This is an optimization exercise on Yosys and OpenROAD, whose aim is a short achievable clock period, few clock cycles per item and low power, not a production implementation. In this exercise RTL edits were held to simulation tests only and were not proved equivalent to the original. Power figures rest on the tool's default switching activity, not on a simulated workload.

Design peak_to_peak_power_meter_unit, start of the top module:
module peak_to_peak_power_meter_unit #(
  parameter int ADC_BITS = 10
) (
  input  logic        clk,
  input  logic        rst_n,
  input  logic        in_valid,
  output logic        in_ready,
  input  logic        in_operation,
  input  logic [9:0]  in_adc_sample,
  input  logic [15:0] in_elapsed_ms,
  output logic        out_valid,
  input  logic        out_ready,
  output logic [19:0] out_rms_ma,
  output logic [19:0] out_power_watts,
  output logic [47:0] out_energy_watt_ms,
  input  logic        cfg_we,
  input  logic [2:0]  cfg_index,
  input  logic [15:0] cfg_data
);
Size: roughly 250 flip-flops, about 140 I/O pins, roughly 40000 um2 of cells after synthesis.
==> flow/config.mk <==
export PLATFORM = sky130hd
export DESIGN_NAME = peak_to_peak_power_meter_unit
export DESIGN_NICKNAME = peak_to_peak_power_meter_unit
export VERILOG_FILES = /design/flow/design.v
export SDC_FILE = /design/flow/constraint.sdc
export NUM_CORES = 4
export LEC_CHECK = 0
export CAP_MARGIN = 20
export CORE_MARGIN = 2
export CORE_UTILIZATION = 60
export CTS_BUF_LIST = sky130_fd_sc_hd__clkbuf_8
export CTS_CLUSTER_DIAMETER = 70
export CTS_CLUSTER_SIZE = 16
export SLEW_MARGIN = 20
==> flow/constraint.sdc <==
create_clock -name core_clock -period 6.0 [get_ports {clk}]
set_input_delay 1.2000 -clock core_clock [delete_from_list [all_inputs] [get_ports {clk}]]
set_output_delay 1.2000 -clock core_clock [all_outputs]
set_load 0.01 [all_outputs]
run.sh (not shown) runs the stock make flow with config.mk's settings and CLKGATE_MAP_FILE= SYNTH_SCRIPT=/design/flow/synth_recipe.tcl, a recipe that flattens the netlist after the stock synthesis.
Testbench counts at the start, summed over its fixed seeds: cycles 12,564, items 1,280.
Rerun with:
--- a/flow/config.mk
+++ b/flow/config.mk
@@ -9,6 +9,3 @@
 export CORE_MARGIN = 2
-export CORE_UTILIZATION = 60
-export CTS_BUF_LIST = sky130_fd_sc_hd__clkbuf_8
-export CTS_CLUSTER_DIAMETER = 70
-export CTS_CLUSTER_SIZE = 16
+export CORE_UTILIZATION = 40
 export SLEW_MARGIN = 20
Setup slack gains 0.055 ns.
Clock skew fell by 0.0030 ns.
Routed wire length rose by 7.7%.
Register-to-register slack gains 0.05 ns.
Non-clock buffer count rose by 10.
Maximum frequency rose by 0.96%.
Cell area rose by 3.0%.
First-iteration DRC count fell by 6.9%.
Via count is about the same.

========
== v44 ==
peak_to_peak_power_meter_unit again, from the RTL that the note above started with.
make LEC_CHECK=0 CAP_MARGIN=20 CORE_MARGIN=2 CORE_UTILIZATION=60 CTS_BUF_LIST=sky130_fd_sc_hd__clkbuf_4 CTS_CLUSTER_SIZE=25 SETUP_SLACK_MARGIN=1.0 SLEW_MARGIN=20 finish   # period 6.0 ns
Per the final summary, v44 finished and its layout is clean on timing, DRC and antenna.
Testbench counts of v44, summed over its fixed seeds: cycles 12,564, items 1,280.
Here is what was changed in the inputs of v57 compared with v44.
Settings: CTS_CLUSTER_SIZE now 16, was 25; CTS_CLUSTER_DIAMETER now 70, previously not set; CTS_BUF_LIST now sky130_fd_sc_hd__clkbuf_8, was sky130_fd_sc_hd__clkbuf_4; CORE_UTILIZATION now 75, was 60; SETUP_SLACK_MARGIN no longer set, was 1.0.
[summary]
- Proportion of power drawn by combinational gates: higher on v44
- When v57 is set beside v44, its worst hold slack turns out to be 5.9 ps larger.
- v57 ended up with a lower post-cts repair resize count than v44 did.
- The run showing the greater first-pass GRT wire length is v44.
- After synthesis and placement, the instance count of v57 is below that of v44.
## Diff of input files: v19 against v57
Settings: CTS_BUF_LIST changed from sky130_fd_sc_hd__clkbuf_8 to sky130_fd_sc_hd__clkbuf_16; CTS_CLUSTER_DIAMETER changed from 70 to 100; ABC_AREA newly set to 1; CTS_CLUSTER_SIZE changed from 16 to 28.
Findings:
In v19, the aggregate routed wire length came out 24% above the value in v57. v19 vs v57 on area used by multi-input combinational logic: v19 is the higher one. Going from v57 to v19, routed wire length on met2 shows an increase of 11 mm, static leakage power +2.7 nW, share of the yosys chip area belonging to registers went down, global-route met2 utilization climbed 10 points, clock skew grew by 39 ps. For v57, the leading cell type in the layout, fill and taps excluded was inv_1, unlike v19, where it was nand2_1.
Setup changes, v19 to v10
Settings: PLACE_DENSITY: unset -> 0.8; ABC_AREA: 1 -> unset.
==> comparison <==
Maximum frequency: v10 better than v19. The critical path depth in cells in v10 sits 10 below the value recorded for v19. v10: data required time of the critical path lower than v19. acc_r[10]$_DFFE_PP_ as the source of the critical timing path was reported by v19, and acc_r[34]$_DFFE_PP_ by v10.

==> re-timing with driven ports <==
How much do the figures lean on ideal ports? The routed layouts below were timed once more, with nothing changed but the port constraints.
Step 1: set_driving_cell puts a clkbuf_16 on clk and a buf_2 on each other input, an assumption about the parent block.
Step 2 also shifts input and output timing later by t, the mid clock arrival at the registers, as if the neighbouring blocks saw the same clock.
a / b / c = no drivers / after step 1 / after step 2; a / b = the first two.
run | t, ns | slack for setup (ns) | pins driven straight from the clock port
the first run of note 1 | 0.750 | 0.241 / 0.241 / 0.032 | 1
the second run of note 1 | 0.682 | 0.296 / 0.296 / 0.296 | 1
v44 | 0.871 | 0.513 / 0.513 / 0.513 | 1
v57 | 0.734 | 0.210 / 0.210 / 0.210 | 1
v19 | 0.645 | 0.219 / 0.219 / 0.219 | 1
v10 | 0.605 | 0.248 / 0.248 / 0.248 | 1
After both steps setup and hold are still met in every run listed. The setup slack of the first run of note 1, which loses most, moves by 0.000 ns with the drivers and by -0.209 ns with both steps.
